From an optimization exercise on the open Yosys and OpenROAD flow, aimed at small area and a short achievable clock period; shortcuts taken in it are not production practice.
Where RTL was checked, it was by simulation tests only, not by an equivalence proof against the original.
The clock port is modelled as an ideal driver, which makes a skipped or thinned clock tree look cheaper than it is; a real chip needs a root buffer or a tree.
Power and IR drop assume default switching activity.

Setup of run D:
==> module readSequencer, before the edit <==
module readSequencer (
	input logic clk,
	input logic rst,
	input logic [frameReadoutPkg::NumChan-1:0] pending,
	output logic [frameReadoutPkg::NumChan-1:0] grant,
	output logic busy,
	output logic [frameReadoutPkg::SlotWidth-1:0] slotCnt,
	output logic [frameReadoutPkg::AdrWidth-1:0] wordCnt,
	output logic [frameReadoutPkg::NumChan-1:0] chanSel
);
	logic reading;
	logic [frameReadoutPkg::NumChan-1:0] lowest;
	logic slotEnd;
	assign lowest = pending & (~pending + 1'b1);
	assign grant = reading ? '0 : lowest;  
	assign busy = reading;
	assign slotEnd = (slotCnt == frameReadoutPkg::SlotLast);
	always_ff @(posedge clk or negedge rst) begin
		if (!rst) begin
			reading <= 1'b0;
		end else if (!reading) begin
			reading <= |pending;
		end else if (slotEnd && (wordCnt == frameReadoutPkg::WordLast)) begin
			reading <= 1'b0;  
		end
	end
	always_ff @(posedge clk) begin
		if (!reading) begin
			slotCnt <= frameReadoutPkg::SlotFirst;
			wordCnt <= '0;
			chanSel <= lowest;
		end else if (slotEnd) begin
			slotCnt <= frameReadoutPkg::SlotFirst;
			wordCnt <= wordCnt + 1'b1;
		end else begin
			slotCnt <= slotCnt + 1'b1;
		end
	end
endmodule
export LEC_CHECK = 0
export CAP_MARGIN = 20
export CORE_MARGIN = 2
export CORE_UTILIZATION = 40
export CTS_BUF_LIST = sky130_fd_sc_hd__clkbuf_16
export CTS_CLUSTER_DIAMETER = 80
export CTS_CLUSTER_SIZE = 30
export SETUP_SLACK_MARGIN = 3.2
export SLEW_MARGIN = 20
create_clock -name core_clock -period 5.0 [get_ports {clk}]
standard.sh (not shown) runs the stock make flow with config.mk's settings and CLKGATE_MAP_FILE= SYNTH_SCRIPT=/design/flow/synth_recipe.tcl, a recipe that flattens the netlist after the stock synthesis.
==> flow/flow/run.sh <==
#!/bin/bash
set -euo pipefail
here=$(pwd)
res=$here/orfs/results/sky130hd/frameReadout/base
bash standard.sh cts > standard_cts.log 2>&1
CTS_ODB=$res/4_cts.odb OUT_ODB=$res/4_cts.odb openroad -no_init -exit flow/unroot.tcl > unroot.log 2>&1
bash standard.sh finish > standard_finish.log 2>&1
==> flow/flow/unroot.tcl <==
# Drop the clock tree's root buffer and let the clock port drive its loads, when they are few.
set db_file $::env(CTS_ODB)
read_db $db_file
set block [ord::get_db_block]
set port_net [[$block findBTerm clk] getNet]
set loads {}
foreach it [$port_net getITerms] { lappend loads $it }
puts "clock port loads: [llength $loads]"
if {[llength $loads] == 1} {
  set root [[lindex $loads 0] getInst]
  set out_net ""
  foreach it [$root getITerms] {
    if {[$it isOutputSignal]} { set out_net [$it getNet] }
  }
  set subs {}
  foreach it [$out_net getITerms] { if {[$it isInputSignal]} { lappend subs $it } }
  puts "root [$root getName] ([[$root getMaster] getName]) drives [llength $subs] pins"
  if {[llength $subs] <= 4} {
    foreach it $subs { $it disconnect; $it connect $port_net }
    odb::dbInst_destroy $root
    odb::dbNet_destroy $out_net
    puts "root buffer removed"
    write_db $::env(OUT_ODB)
  }
}
The following lists how run H was set up differently from run D:
diff --git a/flow/design.v b/flow/design.v
--- a/flow/design.v
+++ b/flow/design.v
@@ -53,25 +53,37 @@
 	output logic [frameReadoutPkg::SlotWidth-1:0] slotCnt,
 	output logic [frameReadoutPkg::AdrWidth-1:0] wordCnt,
 	output logic [frameReadoutPkg::NumChan-1:0] chanSel
 );
 	logic reading;
+	logic busyOut;  
+	logic frameEnd;
 	logic [frameReadoutPkg::NumChan-1:0] lowest;
 	logic slotEnd;
 	assign lowest = pending & (~pending + 1'b1);
 	assign grant = reading ? '0 : lowest;  
-	assign busy = reading;
+	assign busy = busyOut;
 	assign slotEnd = (slotCnt == frameReadoutPkg::SlotLast);
 	always_ff @(posedge clk or negedge rst) begin
 		if (!rst) begin
 			reading <= 1'b0;
 		end else if (!reading) begin
 			reading <= |pending;
 		end else if (slotEnd && (wordCnt == frameReadoutPkg::WordLast)) begin
 			reading <= 1'b0;  
 		end
 	end
+	assign frameEnd = slotEnd && (wordCnt == frameReadoutPkg::WordLast);
+	always_ff @(posedge clk or negedge rst) begin
+		if (!rst) begin
+			busyOut <= 1'b0;
+		end else if (!busyOut) begin
+			busyOut <= |pending;
+		end else if (frameEnd) begin
+			busyOut <= 1'b0;
+		end
+	end
 	always_ff @(posedge clk) begin
 		if (!reading) begin
 			slotCnt <= frameReadoutPkg::SlotFirst;
 			wordCnt <= '0;
 			chanSel <= lowest;
Results
- Run D and run H ended up with roughly the same post-synthesis average cell area.
- Going from run D to run H, wire length per cell after detailed routing closely matched the old numbers, final area closely matched the old numbers, post-layout worst setup margin increased by 34 ps relative to the old numbers, post-route minimum period decreased by 34 ps relative to the old numbers, final period utilization decreased by 0.69 points relative to the old numbers.
- Between run H and run D, the effective utilization at floorplan does not differ in any meaningful way.
The RTL of run D was laid out without a check of its function.


frameReadout, a different RTL version from the one above (not shown whole).
Size in the first run: ~840 flip-flops, ~26 I/O pins.
export LEC_CHECK = 0
export CAP_MARGIN = 20
export CORE_MARGIN = 2
export CORE_UTILIZATION = 40
export CTS_BUF_LIST = sky130_fd_sc_hd__clkbuf_16
export CTS_CLUSTER_DIAMETER = 60
export CTS_CLUSTER_SIZE = 30
export SETUP_SLACK_MARGIN = 3.3
export SLEW_MARGIN = 20
create_clock -name core_clock -period 5.0 [get_ports {clk}]
==> flow/flow/run.sh <==
#!/bin/bash
# Standard layout, except for the clock tree: after CTS its root buffer is dropped, so the clock
# port drives the tree's first level (4 pins), and both remaining levels become inverters.
set -euo pipefail
here=$(pwd)
res=$here/orfs/results/sky130hd/frameReadout/base
bash standard.sh cts > standard_cts.log 2>&1
CTS_ODB=$res/4_cts.odb OUT_ODB=$res/4_cts.odb openroad -no_init -exit flow/invtree.tcl > invtree.log 2>&1
bash standard.sh finish > standard_finish.log 2>&1
Other scripts of this flow, unchanged in this note and not shown: flow/flow/invtree.tcl
The starting point completed without violations.
Edit:
--- a/flow/design.v
+++ b/flow/design.v
@@ -94,44 +94,34 @@
 			slotCnt <= slotCnt + 1'b1;
 		end
 	end
 endmodule
 `default_nettype wire
 `timescale 1ns/1ns
 `default_nettype none
 module frameBuffer (
 	input logic clk,
-	input logic wrEnIn,
-	input logic [frameReadoutPkg::ChanWidth-1:0] wrChanIn,
-	input logic [frameReadoutPkg::AdrWidth-1:0] wrAdrIn,
-	input logic [frameReadoutPkg::DataWidth-1:0] wrDataIn,
+	input logic wrEn,
+	input logic [frameReadoutPkg::ChanWidth-1:0] wrChan,
+	input logic [frameReadoutPkg::AdrWidth-1:0] wrAdr,
+	input logic [frameReadoutPkg::DataWidth-1:0] wrData,
 	input logic [frameReadoutPkg::NumChan-1:0] rdChan,  
 	input logic [frameReadoutPkg::AdrWidth-1:0] rdAdr,
 	input logic [frameReadoutPkg::SlotWidth-1:0] slotCnt,
 	output logic [frameReadoutPkg::DataWidth-1:0] byteOutN  
 );
 	localparam int NC = frameReadoutPkg::NumChan;
 	localparam int DW = frameReadoutPkg::DataWidth;
 	localparam int RA = frameReadoutPkg::RingA;
 	localparam int RB = frameReadoutPkg::RingB;
 	logic [DW-1:0] ringA [NC][RA];
 	logic [DW-1:0] ringB [NC][RB];
 	logic [3:0] phase;
-	logic wrEn;
-	logic [frameReadoutPkg::ChanWidth-1:0] wrChan;
-	logic [frameReadoutPkg::AdrWidth-1:0] wrAdr;
-	logic [frameReadoutPkg::DataWidth-1:0] wrData;
-	always_ff @(posedge clk) begin
-		wrEn <= wrEnIn;
-		wrChan <= wrChanIn;
-		wrAdr <= wrAdrIn;
-		wrData <= wrDataIn;
-	end
 	logic [NC-1:0] wrSel;
 	logic [NC-1:0] wrSelN;
 	logic [3:0] posHi;
 	logic [3:0] posHiN;
 	logic [3:0] posLo;
 	logic [3:0] posLoN;
 	logic [RB-1:0] posB;
 	logic [RB-1:0] posBN;
 	logic [DW-1:0] wrByte;
@@ -145,20 +135,18 @@
 	logic [3:0] phaseLo;  
 	logic [3:0] phaseHi;  
 	logic borrow;
 	logic [3:0] hiSame;   
 	logic [3:0] hiNext;
 	logic [3:0] loNext;
 	logic [RB-1:0] bNext;
 	logic capPre;
 	logic fwdWin;
-	logic tapHitA;  
-	logic tapHitB;
 	logic [NC-1:0] tapSelA;
 	logic [NC-1:0] tapSelB;
 	logic [DW-1:0] tapRawN;
 	logic [DW-1:0] ring0 [NC][RA+RB];  
 	logic [DW-1:0] ringD [NC][RA+RB];
 	assign adrOk = ~wrAdr[4] | (wrAdr[3:1] == 3'd0);
 	always_comb begin
 		for (int c = 0; c < NC; c++) begin
 			chanDec[c] = (wrChan == frameReadoutPkg::ChanWidth'(c));
@@ -186,20 +174,20 @@
 			end
 		end
 		for (int i = 0; i < 4; i++) begin
 			hiNext[i] = ~wrAdr[4] & (borrow ? hiSame[(i + 1) % 4] : hiSame[i]);
 		end
 		for (int q = 0; q < RB; q++) begin
 			bNext[q] = wrAdr[4] & ((wrAdr[0] ^ phase[0]) == 1'(q));
 		end
 	end
-	assign capPre = (slotCnt[7:4] == 4'hE);  
-	assign fwdWin = capPre;
+	assign capPre = slotCnt[7] & slotCnt[6] & (slotCnt[5] ^ slotCnt[4]);  
+	assign fwdWin = capPre & ~(slotCnt == 8'd239);
 	always_ff @(posedge clk) begin
 		phase <= phase + 1'b1;
 		wrSel <= chanDec & {NC{wrEn & adrOk}};
 		wrSelN <= ~(chanDec & {NC{wrEn & adrOk}});
 		posHi <= hiNext;
 		posHiN <= ~hiNext;
 		posLo <= loNext;
 		posLoN <= ~loNext;
 		posB <= bNext;
@@ -242,33 +230,31 @@
 			for (int p = 0; p < RA; p++) begin
 				ringA[c][p] <= ringD[c][p];
 			end
 			for (int q = 0; q < RB; q++) begin
 				ringB[c][q] <= ringD[c][RA + q];
 			end
 		end
 	end
 	always_ff @(posedge clk) begin
-		tapHitA <= capPre & ~rdAdr[4] & (rdAdr[3:0] == phase);
-		tapHitB <= capPre & rdAdr[4] & (rdAdr[0] == phase[0]);
+		tapSelA <= rdChan & {NC{capPre & ~rdAdr[4] & (rdAdr[3:0] == phase)}};
+		tapSelB <= rdChan & {NC{capPre & rdAdr[4] & (rdAdr[0] == phase[0])}};
 	end
-	assign tapSelA = rdChan & {NC{tapHitA}};
-	assign tapSelB = rdChan & {NC{tapHitB}};
 	always_comb begin
 		tapRawN = '0;
 		for (int c = 0; c < NC; c++) begin
 			tapRawN = tapRawN | (ringA[c][15] & {DW{tapSelA[c]}}) | (ringB[c][1] & {DW{tapSelB[c]}});
 		end
 	end
 	always_ff @(posedge clk) begin
 		if (fwdHit) begin
 			dataRegN <= wrByteN;
-		end else if (tapHitA | tapHitB) begin
+		end else if ((tapSelA | tapSelB) != '0) begin
 			dataRegN <= tapRawN;
 		end
 	end
 	assign byteOutN = dataRegN;
 endmodule
 `default_nettype wire
 `timescale 1ns/1ns
 `default_nettype none
 module uartTx (
@@ -328,22 +314,22 @@
 		.pending(pending),
 		.grant(grant),
 		.busy(busy),
 		.slotCnt(slotCnt),
 		.wordCnt(wordCnt),
 		.chanSel(chanSel)
 	);
 	frameBuffer i_frameBuffer (
 		.clk(clk),
-		.wrEnIn(wrEn),
-		.wrChanIn(wrChan),
-		.wrAdrIn(wrAdr),
-		.wrDataIn(wrData),
+		.wrEn(wrEn),
+		.wrChan(wrChan),
+		.wrAdr(wrAdr),
+		.wrData(wrData),
 		.rdChan(chanSel),
 		.rdAdr(wordCnt),
 		.slotCnt(slotCnt),
 		.byteOutN(byteOutN)
 	);
 	uartTx i_uartTx (
 		.clk(clk),
 		.rst(rst),
 		.reading(busy),
Outcome:
- final area came out lower by 1.4%
- fmax came out higher by about 1.7%
- die area came out lower by 0.57%
- sequential power stays flat
- setup slack improves by 0.032 ns
- routed wire length came out higher by about 1%
- sequential share of layout area came out higher by 0.21 points
No functional check of the RTL was part of the first run of this note.


frameReadout, a different RTL version from the one above (not shown whole).
Size in the first run: roughly 830 flip-flops, about 25000 µm² of cells after synthesis.
==> module frameBuffer, before the edit <==
module frameBuffer (
	input logic clk,
	input logic wrEn,
	input logic [frameReadoutPkg::ChanWidth-1:0] wrChan,
	input logic [frameReadoutPkg::AdrWidth-1:0] wrAdr,
	input logic [frameReadoutPkg::DataWidth-1:0] wrData,
	input logic [frameReadoutPkg::NumChan-1:0] rdChan,  
	input logic [frameReadoutPkg::AdrWidth-1:0] rdAdr,
	input logic [frameReadoutPkg::SlotWidth-1:0] slotCnt,
	output logic [frameReadoutPkg::DataWidth-1:0] byteOutN  
);
	localparam int NC = frameReadoutPkg::NumChan;
	localparam int DW = frameReadoutPkg::DataWidth;
	localparam int RA = frameReadoutPkg::RingA;
	localparam int RB = frameReadoutPkg::RingB;
	logic [DW-1:0] ringA [NC][RA];
	logic [DW-1:0] ringB [NC][RB];
	logic [3:0] phase;
	logic [NC-1:0] wrSel;
	logic [NC-1:0] wrSelN;
	logic [3:0] posHi;
	logic [3:0] posHiN;
	logic [3:0] posLo;
	logic [3:0] posLoN;
	logic [RB-1:0] posB;
	logic [RB-1:0] posBN;
	logic [DW-1:0] wrByte;
	logic [DW-1:0] wrByteN;
	logic fwdHit;
	logic [DW-1:0] dataRegN;
	logic adrOk;
	logic [NC-1:0] chanDec;
	logic [3:0] adrLo;    
	logic [3:0] adrHi;    
	logic [3:0] phaseLo;  
	logic [3:0] phaseHi;  
	logic borrow;
	logic [3:0] hiSame;   
	logic [3:0] hiNext;
	logic [3:0] loNext;
	logic [RB-1:0] bNext;
	logic capPre;
	logic fwdWin;
	logic [NC-1:0] tapSelA;
	logic [NC-1:0] tapSelB;
	logic [DW-1:0] tapRawN;
	logic [DW-1:0] ring0 [NC][RA+RB];  
	logic [DW-1:0] ringD [NC][RA+RB];
	assign adrOk = ~wrAdr[4] | (wrAdr[3:1] == 3'd0);
	always_comb begin
		for (int c = 0; c < NC; c++) begin
			chanDec[c] = (wrChan == frameReadoutPkg::ChanWidth'(c));
		end
		for (int i = 0; i < 4; i++) begin
			adrLo[i] = (wrAdr[1:0] == 2'(i));
			adrHi[i] = (wrAdr[3:2] == 2'(i));
			phaseLo[i] = (phase[1:0] == 2'(i));
			phaseHi[i] = (phase[3:2] == 2'(i));
		end
	end
	always_comb begin
		borrow = 1'b0;
		for (int j = 0; j < 4; j++) begin
			for (int k = 0; k < j; k++) begin
				borrow = borrow | (adrLo[j] & phaseLo[k]);
			end
		end
		for (int i = 0; i < 4; i++) begin
			loNext[i] = 1'b0;
			hiSame[i] = 1'b0;
			for (int j = 0; j < 4; j++) begin
				loNext[i] = loNext[i] | (adrLo[j] & phaseLo[(j + i) % 4]);
				hiSame[i] = hiSame[i] | (adrHi[j] & phaseHi[(j + i) % 4]);
			end
		end
		for (int i = 0; i < 4; i++) begin
			hiNext[i] = ~wrAdr[4] & (borrow ? hiSame[(i + 1) % 4] : hiSame[i]);
		end
		for (int q = 0; q < RB; q++) begin
			bNext[q] = wrAdr[4] & ((wrAdr[0] ^ phase[0]) == 1'(q));
		end
	end
	assign capPre = slotCnt[7] & slotCnt[6] & (slotCnt[5] ^ slotCnt[4]);  
	assign fwdWin = capPre & ~(slotCnt == 8'd239);
	always_ff @(posedge clk) begin
		phase <= phase + 1'b1;
		wrSel <= chanDec & {NC{wrEn & adrOk}};
		wrSelN <= ~(chanDec & {NC{wrEn & adrOk}});
		posHi <= hiNext;
		posHiN <= ~hiNext;
		posLo <= loNext;
		posLoN <= ~loNext;
		posB <= bNext;
		posBN <= ~bNext;
		wrByte <= wrData;
		wrByteN <= ~wrData;
		fwdHit <= wrEn & fwdWin & ((chanDec & rdChan) != '0) & (wrAdr == rdAdr);
	end
	always_comb begin
		for (int c = 0; c < NC; c++) begin
			for (int p = 0; p < RA; p++) begin
				ring0[c][p] = ringA[c][p];
			end
			for (int q = 0; q < RB; q++) begin
				ring0[c][RA + q] = ringB[c][q];
			end
		end
	end
	for (genvar c = 0; c < NC; c++) begin : g_chan
		for (genvar p = 0; p < RA + RB; p++) begin : g_place
			logic hit;
			logic miss;
			logic [DW-1:0] prev;
			logic [DW-1:0] wr;
			if (p < RA) begin : g_a
				assign hit = ~(wrSelN[c] | posHiN[p / 4] | posLoN[p % 4]);
				assign miss = ~(wrSel[c] & posHi[p / 4] & posLo[p % 4]);
				assign prev = ring0[c][(p + RA - 1) % RA];
			end else begin : g_b
				assign hit = ~(wrSelN[c] | posBN[p - RA]);
				assign miss = ~(wrSel[c] & posB[p - RA]);
				assign prev = ring0[c][RA + ((p - RA) ^ 1)];
			end
			assign wr = (p % 2 == 1) ? wrByte : wrByteN;
			assign ringD[c][p] = ~((prev | {DW{hit}}) & ({DW{miss}} | wr));
		end
	end
	always_ff @(posedge clk) begin
		for (int c = 0; c < NC; c++) begin
			for (int p = 0; p < RA; p++) begin
				ringA[c][p] <= ringD[c][p];
			end
			for (int q = 0; q < RB; q++) begin
				ringB[c][q] <= ringD[c][RA + q];
			end
		end
	end
	always_ff @(posedge clk) begin
		tapSelA <= rdChan & {NC{capPre & ~rdAdr[4] & (rdAdr[3:0] == phase)}};
		tapSelB <= rdChan & {NC{capPre & rdAdr[4] & (rdAdr[0] == phase[0])}};
	end
	always_comb begin
		tapRawN = '0;
		for (int c = 0; c < NC; c++) begin
			tapRawN = tapRawN | (ringA[c][15] & {DW{tapSelA[c]}}) | (ringB[c][1] & {DW{tapSelB[c]}});
		end
	end
	always_ff @(posedge clk) begin
		if (fwdHit) begin
			dataRegN <= wrByteN;
		end else if ((tapSelA | tapSelB) != '0) begin
			dataRegN <= tapRawN;
		end
	end
	assign byteOutN = dataRegN;
endmodule
clock: 5.0 ns
lec_check: 0
cap_margin: 20
core_margin: 2
core_utilization: 40
cts_buf_list: sky130_fd_sc_hd__clkbuf_16
cts_cluster_diameter: 80
cts_cluster_size: 30
setup_slack_margin: 3.3
slew_margin: 20
==> flow/flow/run.sh <==
#!/bin/bash
set -euo pipefail
here=$(pwd)
res=$here/orfs/results/sky130hd/frameReadout/base
bash standard.sh cts > standard_cts.log 2>&1
CTS_ODB=$res/4_cts.odb OUT_ODB=$res/4_cts.odb openroad -no_init -exit flow/unroot.tcl > unroot.log 2>&1
bash standard.sh finish > standard_finish.log 2>&1
Scripts as last shown in full above: flow/flow/unroot.tcl
Then changed:
--- a/flow/design.v
+++ b/flow/design.v
@@ -52,27 +52,39 @@
 	output logic busy,
 	output logic [frameReadoutPkg::SlotWidth-1:0] slotCnt,
 	output logic [frameReadoutPkg::AdrWidth-1:0] wordCnt,
 	output logic [frameReadoutPkg::NumChan-1:0] chanSel
 );
 	logic reading;
+	logic busyOut;  
+	logic frameEnd;
 	logic [frameReadoutPkg::NumChan-1:0] lowest;
 	logic slotEnd;
 	assign lowest = pending & (~pending + 1'b1);
 	assign grant = reading ? '0 : lowest;  
-	assign busy = reading;
+	assign busy = busyOut;
 	assign slotEnd = (slotCnt == frameReadoutPkg::SlotLast);
 	always_ff @(posedge clk or negedge rst) begin
 		if (!rst) begin
 			reading <= 1'b0;
 		end else if (!reading) begin
 			reading <= |pending;
 		end else if (slotEnd && (wordCnt == frameReadoutPkg::WordLast)) begin
 			reading <= 1'b0;  
 		end
 	end
+	assign frameEnd = slotEnd && (wordCnt == frameReadoutPkg::WordLast);
+	always_ff @(posedge clk or negedge rst) begin
+		if (!rst) begin
+			busyOut <= 1'b0;
+		end else if (!busyOut) begin
+			busyOut <= |pending;
+		end else if (frameEnd) begin
+			busyOut <= 1'b0;
+		end
+	end
 	always_ff @(posedge clk) begin
 		if (!reading) begin
 			slotCnt <= frameReadoutPkg::SlotFirst;
 			wordCnt <= '0;
 			chanSel <= lowest;
 		end else if (slotEnd) begin
@@ -198,18 +210,18 @@
 		for (genvar p = 0; p < RA + RB; p++) begin : g_place
 			logic hit;
 			logic miss;
 			logic [DW-1:0] prev;
 			logic [DW-1:0] wr;
 			if (p < RA) begin : g_a
-				assign hit = ~(wrSelN[c] | posHiN[p / 4] | posLoN[p % 4]);
-				assign miss = ~(wrSel[c] & posHi[p / 4] & posLo[p % 4]);
+				assign hit = wrSel[c] & posHi[p / 4] & posLo[p % 4];
+				assign miss = wrSelN[c] | posHiN[p / 4] | posLoN[p % 4];
 				assign prev = ring0[c][(p + RA - 1) % RA];
 			end else begin : g_b
-				assign hit = ~(wrSelN[c] | posBN[p - RA]);
-				assign miss = ~(wrSel[c] & posB[p - RA]);
+				assign hit = wrSel[c] & posB[p - RA];
+				assign miss = wrSelN[c] | posBN[p - RA];
 				assign prev = ring0[c][RA + ((p - RA) ^ 1)];
 			end
 			assign wr = (p % 2 == 1) ? wrByte : wrByteN;
 			assign ringD[c][p] = ~((prev | {DW{hit}}) & ({DW{miss}} | wr));
 		end
 	end
Sequential share of layout area grows by 0.55 points.
Worst hold slack is worse by 0.0066 ns.
Total power shrinks by 0.64%.
Core utilization shrinks by 1.3 points.
Fmax grows by about 2%.
Worst setup slack is better by 0.037 ns.
Die area grows by about 2.8%.
Via count is about the same.

## re-timing with driven ports
The flow's constraints put no driver on any port. The routed layouts listed below were extracted and timed again, unchanged, in two steps. Step 1: set_driving_cell puts a clkbuf_16 on clk and a buf_2 on each other input, an assumption about the parent block. Step 2 adds t to the input delays and takes it off the output delays; t is the mean of the earliest and latest rising clock arrival at the registers after step 1. Input paths then give back, and output paths get back, about the clock's delay inside the block. Three values: no drivers, after step 1, after step 2; two values: the first two.
run | shift t [ns] | setup slack, ns | hold WS [ns] | worst setup path at the end | clock arrival spread, ns
run D | 0.518 | 3.052 / 2.923 / 2.903 | 0.362 / 0.362 / 0.362 | input to register | 0.025 / 0.025
run H | 0.514 | 3.086 / 2.959 / 2.881 | 0.357 / 0.357 / 0.357 | input to register | 0.022 / 0.023
the first run of note 2 | 0.547 | 3.166 / 2.911 / 3.188 | 0.335 / 0.335 / 0.335 | register to register | 0.047 / 0.048
the second run of note 2 | 0.538 | 3.198 / 2.942 / 2.917 | 0.354 / 0.355 / 0.355 | input to register | 0.036 / 0.037
the first run of note 3 | 0.519 | 3.052 / 2.931 / 2.886 | 0.363 / 0.363 / 0.363 | input to register | 0.027 / 0.026
the second run of note 3 | 0.520 | 3.090 / 2.964 / 2.829 | 0.357 / 0.357 / 0.357 | input to register | 0.037 / 0.037
After both steps every run listed still meets setup and hold. The setup slack of the second run of note 2, which loses most, moves by -0.256 ns with the drivers and by -0.281 ns with both steps.
